Source: an optimization exercise on an open RTL-to-GDS flow (aim: small area, a short achievable clock period and few clock cycles per item). Production flows keep margins and buffers that such runs may drop.
In this exercise RTL edits were held to simulation tests only and were not proved equivalent to the original.
No activity file was given, so power comes from the tool's default toggle rates.

### flow/config.mk
export PLATFORM = sky130hd
export DESIGN_NAME = tetris_color_grid
export DESIGN_NICKNAME = tetris_color_grid
export VERILOG_FILES = /design/flow/design.v
export SDC_FILE = /design/flow/constraint.sdc
export NUM_CORES = 4
export LEC_CHECK = 0
export CAP_MARGIN = 20
export CORE_MARGIN = 2
export CORE_UTILIZATION = 40
export SLEW_MARGIN = 20
### flow/run.sh
#!/bin/bash
# synth_recipe.tcl (not shown) runs the flow's synth.tcl, then flattens the netlist and writes it again
# the make line also repeats each setting of config.mk as NAME=value (left out here)
make -C /OpenROAD-flow-scripts/flow DESIGN_CONFIG=/design/flow/config.mk WORK_HOME=/design/flow/orfs CLKGATE_MAP_FILE= SYNTH_SCRIPT=/design/flow/synth_recipe.tcl finish
### flow/constraint.sdc
create_clock -name core_clock -period 7.0 [get_ports {clk}]
set_input_delay 1.4000 -clock core_clock [delete_from_list [all_inputs] [get_ports {clk}]]
set_output_delay 1.4000 -clock core_clock [all_outputs]
set_load 0.01 [all_outputs]
### flow/design.v
package grid_pkg;
    localparam int GRID_COLS  = 10;
    localparam int GRID_ROWS  = 20;
    localparam int GRID_CELLS = GRID_COLS * GRID_ROWS;
    typedef logic [7:0] cell_idx_t;
    typedef logic [4:0] row_idx_t;
    typedef logic [3:0] col_idx_t;
    typedef logic [GRID_ROWS-1:0] row_mask_t;
    localparam cell_idx_t CELL_NONE = 8'd255;
endpackage
package piece_pkg;
    typedef enum logic [2:0] {
        PIECE_NONE   = 3'd0,
        PIECE_SQUARE = 3'd1,
        PIECE_BAR    = 3'd2,
        PIECE_S      = 3'd3,
        PIECE_Z      = 3'd4,
        PIECE_L      = 3'd5,
        PIECE_J      = 3'd6,
        PIECE_T      = 3'd7
    } piece_type_t;
    typedef logic [1:0] rotation_t;
    typedef logic [2:0] color_t;
endpackage
module piece_cell_decoder (
    input  piece_pkg::piece_type_t piece_type,
    input  piece_pkg::rotation_t   rotation,
    input  grid_pkg::cell_idx_t    location,
    output grid_pkg::cell_idx_t    cell_0,
    output grid_pkg::cell_idx_t    cell_1,
    output grid_pkg::cell_idx_t    cell_2,
    output grid_pkg::cell_idx_t    cell_3
);
    logic signed [5:0] off_0, off_1, off_2, off_3;
    logic              shape_ok;
    function automatic grid_pkg::cell_idx_t offset_cell(
        input logic [7:0]        loc,
        input logic signed [5:0] delta
    );
        logic signed [9:0] sum;
        sum = $signed({2'b00, loc}) + {{4{delta[5]}}, delta};
        if (sum < 0 || sum > 255) begin
            offset_cell = grid_pkg::CELL_NONE;
        end else begin
            offset_cell = sum[7:0];
        end
    endfunction
    always_comb begin
        off_0    = 6'sd0;
        off_1    = 6'sd0;
        off_2    = 6'sd0;
        off_3    = 6'sd0;
        shape_ok = 1'b1;
        case (piece_type)
            piece_pkg::PIECE_SQUARE: begin
                off_0 = 0; off_1 = 1; off_2 = -10; off_3 = -9;
            end
            piece_pkg::PIECE_BAR: begin
                if (rotation[0]) begin
                    off_0 = 10; off_1 = 0; off_2 = -10; off_3 = -20;
                end else begin
                    off_0 = 0; off_1 = -1; off_2 = 1; off_3 = 2;
                end
            end
            piece_pkg::PIECE_S: begin
                if (rotation[0]) begin
                    off_0 = 0; off_1 = -10; off_2 = -9; off_3 = -19;
                end else begin
                    off_0 = 0; off_1 = 1; off_2 = -10; off_3 = -11;
                end
            end
            piece_pkg::PIECE_Z: begin
                if (rotation[0]) begin
                    off_0 = 1; off_1 = -9; off_2 = -10; off_3 = -20;
                end else begin
                    off_0 = 0; off_1 = 1; off_2 = -9; off_3 = -8;
                end
            end
            piece_pkg::PIECE_L: begin
                case (rotation)
                    2'd0:    begin off_0 = 0; off_1 = -10; off_2 = -20; off_3 = -19; end
                    2'd1:    begin off_0 = 0; off_1 = 1;   off_2 = 2;   off_3 = -10; end
                    2'd2:    begin off_0 = 0; off_1 = 1;   off_2 = -9;  off_3 = -19; end
                    default: begin off_0 = 2; off_1 = -8;  off_2 = -9;  off_3 = -10; end
                endcase
            end
            piece_pkg::PIECE_J: begin
                case (rotation)
                    2'd0:    begin off_0 = 0;  off_1 = -10; off_2 = -20; off_3 = -21; end
                    2'd1:    begin off_0 = -1; off_1 = -11; off_2 = -10; off_3 = -9;  end
                    2'd2:    begin off_0 = 0;  off_1 = -1;  off_2 = -11; off_3 = -21; end
                    default: begin off_0 = -1; off_1 = 0;   off_2 = 1;   off_3 = -9;  end
                endcase
            end
            piece_pkg::PIECE_T: begin
                case (rotation)
                    2'd0:    begin off_0 = 0; off_1 = -1; off_2 = 1;   off_3 = -10; end
                    2'd1:    begin off_0 = 0; off_1 = 10; off_2 = -10; off_3 = -1;  end
                    2'd2:    begin off_0 = 0; off_1 = 10; off_2 = 1;   off_3 = -1;  end
                    default: begin off_0 = 0; off_1 = 10; off_2 = -10; off_3 = 1;   end
                endcase
            end
            default: begin
                shape_ok = 1'b0;
            end
        endcase
        if (shape_ok) begin
            cell_0 = offset_cell(location, off_0);
            cell_1 = offset_cell(location, off_1);
            cell_2 = offset_cell(location, off_2);
            cell_3 = offset_cell(location, off_3);
        end else begin
            cell_0 = grid_pkg::CELL_NONE;
            cell_1 = grid_pkg::CELL_NONE;
            cell_2 = grid_pkg::CELL_NONE;
            cell_3 = grid_pkg::CELL_NONE;
        end
    end
endmodule
module grid_update_fsm (
    input  logic                clk,
    input  logic                rst_n,
    input  logic                place,
    input  logic                clear,
    input  grid_pkg::row_mask_t full_rows,
    output logic                busy,
    output logic                init,
    output logic                do_place,
    output grid_pkg::row_mask_t shift_row
);
    localparam int R = grid_pkg::GRID_ROWS;
    grid_pkg::row_mask_t pend;       
    grid_pkg::row_mask_t cur;        
    logic [R:0]          above;      
    assign busy     = init | (|pend);
    assign do_place = !busy && place;
    assign cur      = busy ? pend : ((!place && clear) ? full_rows : '0);
    always_comb begin
        above[R] = 1'b0;
        for (int r = R - 1; r >= 0; r--) begin
            above[r] = above[r+1] | cur[r];
        end
        for (int r = 0; r < R; r++) begin
            shift_row[r] = above[0] & !above[r+1];
        end
    end
    always_ff @(posedge clk or negedge rst_n) begin
        if (!rst_n) begin
            init <= 1'b1;
            pend <= '0;
        end else begin
            init <= 1'b0;
            pend <= cur & above[R:1];
        end
    end
endmodule
module color_grid_ram (
    input  logic                clk,
    input  grid_pkg::row_mask_t shift_row,
    input  logic [grid_pkg::GRID_CELLS-1:0] hit,
    input  piece_pkg::color_t   wr_data,
    input  grid_pkg::cell_idx_t read_addr,
    output piece_pkg::color_t   read_data
);
    localparam int N = grid_pkg::GRID_CELLS;
    localparam int C = grid_pkg::GRID_COLS;
    piece_pkg::color_t mem [N];
    always_ff @(posedge clk) begin
        for (int i = 0; i < N; i++) begin
            if (shift_row[i / C]) begin
                mem[i] <= (i + C < N) ? mem[(i + C) % N] : 3'd0;
            end else if (hit[i]) begin
                mem[i] <= wr_data;
            end
        end
    end
    always_comb begin
        read_data = '0;
        for (int i = 0; i < N; i++) begin
            if (read_addr == i) read_data = mem[i];
        end
    end
endmodule
module tetris_color_grid (
    input  logic                   clk,
    input  logic                   rst_n,
    input  logic                   place,
    input  piece_pkg::piece_type_t piece_type,
    input  piece_pkg::rotation_t   rotation,
    input  grid_pkg::cell_idx_t    location,
    input  logic                   clear,
    input  grid_pkg::row_mask_t    full_rows,
    output logic                   busy,
    input  grid_pkg::cell_idx_t    read_addr,
    output piece_pkg::color_t      read_data
);
    localparam int N = grid_pkg::GRID_CELLS;
    logic                   init;
    logic                   do_place;
    grid_pkg::row_mask_t    shift_row;
    grid_pkg::cell_idx_t    pc [4];
    logic [15:0]            hi [4];
    logic [15:0]            lo [4];
    logic [N-1:0]           hit;
    piece_pkg::color_t      wr_data;
    piece_cell_decoder decode_i (
        .piece_type (piece_type),
        .rotation   (rotation),
        .location   (location),
        .cell_0     (pc[0]),
        .cell_1     (pc[1]),
        .cell_2     (pc[2]),
        .cell_3     (pc[3])
    );
    grid_update_fsm execute_i (
        .clk       (clk),
        .rst_n     (rst_n),
        .place     (place),
        .clear     (clear),
        .full_rows (full_rows),
        .busy      (busy),
        .init      (init),
        .do_place  (do_place),
        .shift_row (shift_row)
    );
    always_comb begin
        for (int k = 0; k < 4; k++) begin
            hi[k] = '0;
            lo[k] = '0;
            hi[k][pc[k][7:4]] = do_place;
            lo[k][pc[k][3:0]] = 1'b1;
        end
        for (int i = 0; i < N; i++) begin
            hit[i] = init;
            for (int k = 0; k < 4; k++) begin
                hit[i] = hit[i] | (hi[k][i / 16] & lo[k][i % 16]);
            end
        end
    end
    assign wr_data = init ? 3'd0 : piece_type;
    color_grid_ram result_i (
        .clk       (clk),
        .shift_row (shift_row),
        .hit       (hit),
        .wr_data   (wr_data),
        .read_addr (read_addr),
        .read_data (read_data)
    );
endmodule
==> results.json <==
{
  "seqPwrFrac": 0.303,
  "vias": 43200,
  "fp.coreArea_mm2": 0.102,
  "gp_congestion": 1.05,
  "routed.top_layer": "met5",
  "post-route-period-util": 1.00,
  "p_sw_mw": 16.1,
  "synthCells": 4345,
  "outcome": "failed layout checks",
  "grt_usage": 0.430,
  "clkSlewWorstSetupHoldPaths_ns": 0.06,
  "grt_pass1_vias": 39700,
  "ios": 49,
  "tightest_slew_ns": 1.21,
  "grt_start_max_net_pins": 134,
  "hp-class": "register to register",
  "worstPathRequired_ns": 5.60,
  "dr_wl_met2_mm": 96.3,
  "setup_viol_count_final": 1,
  "cts.sinks": 620,
  "async_flop_share": 0.0323,
  "netlist_area_mm2": 0.0412,
  "sw_frac_of_total": 0.488,
  "m1WireLength_mm": 86.9,
  "hold_depth": 2,
  "wl_mm": 235,
  "clock_latency_ns": 0.69,
  "cts_buffers": 74,
  "cts_max_path_buffers": 3,
  "regToRegSetupSlack_ns": 1.86,
  "initial_core_util": 0.404,
  "firstDrtPassIters": 8,
  "dpl.hpwl_mm": 182,
  "wl_met3_mm": 33.5,
  "pwr_density_cell_mw_per_mm2": 651,
  "pwr-share-clk": 0.125,
  "power.internal_mw": 16.9,
  "rows": 117,
  "drc": 0,
  "worstPathMaxFanout": 13,
  "max_freq_ghz": 0.143,
  "slew_headroom": 0.196,
  "cap_viol_max_count": 0,
  "endpoint_kind": "output pin",
  "cts_tree": "built",
  "fp.dieH_um": 325,
  "so_faults": "setup timing",
  "die_w_um": 325,
  "detail_route.wl_per_cell_um": 38.4,
  "via_per_inst": 7.06,
  "ys_seq_area_frac": 0.442,
  "drive_gt1_frac": 0.212,
  "ys_warn_count": 11,
  "layout_setup_ws_ns": -0.00913,
  "syn_nets": 4444,
  "synth_ff_type": "edfxtp_1",
  "dp.cells": 5969,
  "htree_levels": 3,
  "fin_cells": 6113,
  "peakVddDrop_mv": 1.15,
  "synth-seq-cells": 620,
  "port_buffers": 48,
  "first_iter_violations": 8452,
  "syn_to_final_growth_pct": 22.7,
  "cts_root_buffer": "clkbuf_16",
  "grt_pass1_wl_mm": 321,
  "setup.worst_path.start_class": "input port",
  "syn_area_per_cell_um2": 9.48,
  "num-nets-final": 4776,
  "arrival_ns": 5.61,
  "crit_type": "input port to output pin",
  "combPwrFrac": 0.571,
  "antenna_found_initial": 10,
  "min_period_ns": 7.01,
  "fin_skew_ns": 0.0311,
  "placed_cell_area_mm2": 0.0479,
  "ant_nets": 0,
  "postCtsHoldBufs": 0,
  "rsz0062_at_grt": "no",
  "postLayoutCellArea_mm2": 0.0506,
  "grt-ovfl-total": 0,
  "drv_slew": 0,
  "synth.distinct_cells": 114,
  "hold_ws_ns": 0.491,
  "p_leak_nw": 20.9,
  "hold_viol": 0,
  "synth_edf_count": 570,
  "ff2ff_path_depth": 13,
  "dieArea_mm2": 0.106
}
## per-layer routing
metal,global-route usage,vias to the layer above
met1,0.555,21100
li1,-,17600
met4,0.259,12
met5,0.00861,-
met2,0.618,3688
met3,0.150,835
## synth_stat cells (21+ instances only)
cell type | number | area, um^2
edfxtp_1 | 570 | 17100
nand2_1 | 445 | 1670
a21o_1 | 343 | 2570
nor2_1 | 327 | 1230
clkbuf_1 | 287 | 1080
a21oi_1 | 267 | 1340
o21ai_0 | 237 | 1190
a221oi_1 | 155 | 1360
a31o_2 | 129 | 1130
inv_1 | 121 | 454
a22oi_1 | 109 | 818
o211ai_1 | 102 | 766
nand3_1 | 89 | 445
buf_2 | 76 | 380
mux2i_1 | 65 | 651
o22ai_1 | 63 | 394
nor3_1 | 61 | 305
ha_1 | 50 | 626
a211oi_1 | 41 | 308
nor2b_1 | 38 | 238
and2_1 | 35 | 219
a31oi_1 | 34 | 213
nand2b_1 | 32 | 200
nor4_1 | 32 | 200
dfxtp_1 | 30 | 601
a221o_1 | 29 | 290
and3_1 | 29 | 181
o221ai_1 | 29 | 254
mux2_2 | 27 | 304
a222oi_1 | 25 | 250
buf_1 | 23 | 86.3
o21a_1 | 22 | 165
or3_1 | 21 | 131
## final timing paths
path                                       from                   end
setup / recovery                   read_addr[3]          read_data[2]
hold / removal             result_i.mem[190][0]  result_i.mem[190][0]
setup reg to reg                 execute_i.init  result_i.mem[113][2]
hold reg to reg            result_i.mem[190][0]  result_i.mem[190][0]
max in group asynchronous                 rst_n    execute_i.pend[16]
min in group asynchronous                 rst_n    execute_i.pend[11]
## per-stage QoR
step,TNS [ns],setup slack [ns],power [mW],util
finish,-0.00913,-0.00913,32.9,0.496
global route,0,0.00530,33.7,0.495
CTS,0,0.0471,31.9,0.495
detailed placement,-1.95,-0.143,27.8,0.470
global placement,-1.11,-0.152,27.8,0.470
floorplan,0,0.326,19.5,-
## cell families (layout without fill, tap and decap cells)
family | Yosys count | count (layout) | synth area share
AOI/OAI and AO/OA | 1780 | 1780 | 0.310
xor gates and xnor gates | 31 | 31 | 0.00659
adders and majority gates | 54 | 54 | 0.0171
buffers and inverters | 515 | 908 | 0.0501
DFF | 620 | 620 | 0.442
muxes | 103 | 103 | 0.0290
other | 1 | 8 | 0.0000910
and+or+nand+nor | 1241 | 1241 | 0.145
## flip-flops by register name (all words and copies together), names as in the netlist
signal and cells:
execute_i.init 1, execute_i.pend 19, result_i.mem 600
## placed cells by master, fill, tap and decap left out, types with 120 or more instances in the layout
cell type  Yosys  routed
nor2_1       327     324
a21o_1       343     343
buf_4          2     495
o21ai_0      237     236
a21oi_1      267     265
nand2_1      445     443
edfxtp_1     570     570
a221oi_1     155     155
a31o_2       129     129
inv_1        121     120
## area by class of cell
| type | count | area [um^2] |
|---|---|---|
| diodes | 7 | 17.5 |
| clock buffers | 89 | 1970 |
| clock inverters | 48 | 607 |
| fillers | 9602 | 51500 |
| inverters | 123 | 462 |
| multi-input cells | 3210 | 21300 |
| flip-flops and latches | 620 | 18200 |
| well taps | 1368 | 1710 |
| repair buffers | 648 | 6310 |
## critical path, stage by stage
cell	delay (ns)
buf_2	0.19
buf_4	0.24
or2_2	0.41
buf_4	0.22
nor2_1	0.72
a22o_1	0.31
nor3_1	0.07
o31ai_1	0.27
a21oi_1	0.12
o21bai_1	0.17
a32oi_1	0.34
nand4b_1	0.15
buf_4	0.18
a21oi_1	0.19
clkdlybuf4s50_1	0.59
## timing repair
action                                  in CTS  in global routing
endpoints found under the setup margin       1                  5
endpoints found under the hold margin        0                  0
setup buffers                                0                  0
gates resized for setup                      1                  9
## power by group through the flow
stage | registers [mW] | clock network [mW] | logic (mW)
final | 9.98 | 4.13 | 18.8
after global routing | 9.95 | 4.25 | 19.5
after CTS | 9.80 | 4.12 | 18.0
after floorplan | 8.79 | 0 | 10.7
after detailed placement | 9.86 | 0 | 17.9
after global placement | 9.89 | 0 | 17.9
Testbench counts, summed over its fixed seeds: cycles 1,195, commands 960.

-- afterwards: timing with drivers on the ports --
The flow's constraints put no driver on any port. The routed layout listed below was extracted and timed again, unchanged, in two steps. Step 1 assumes that a clkbuf_16 drives the clock port and a buf_2 every other input. Step 2 moves the port delays by t, midway between the first and last clock arrival at a register: inputs arrive t later, outputs are due t later. That takes back most of the time a late clock gives input paths. a / b / c = ideal ports / drivers / drivers and shift; a / b = the first two.
t, ns: 0.745
setup slack, ns: -0.009 / -0.028 / -0.322
latest minus earliest clock arrival (ns): 0.038 / 0.038
For this run, drivers alone change the setup slack by -0.019 ns; drivers and shift together by -0.313 ns.
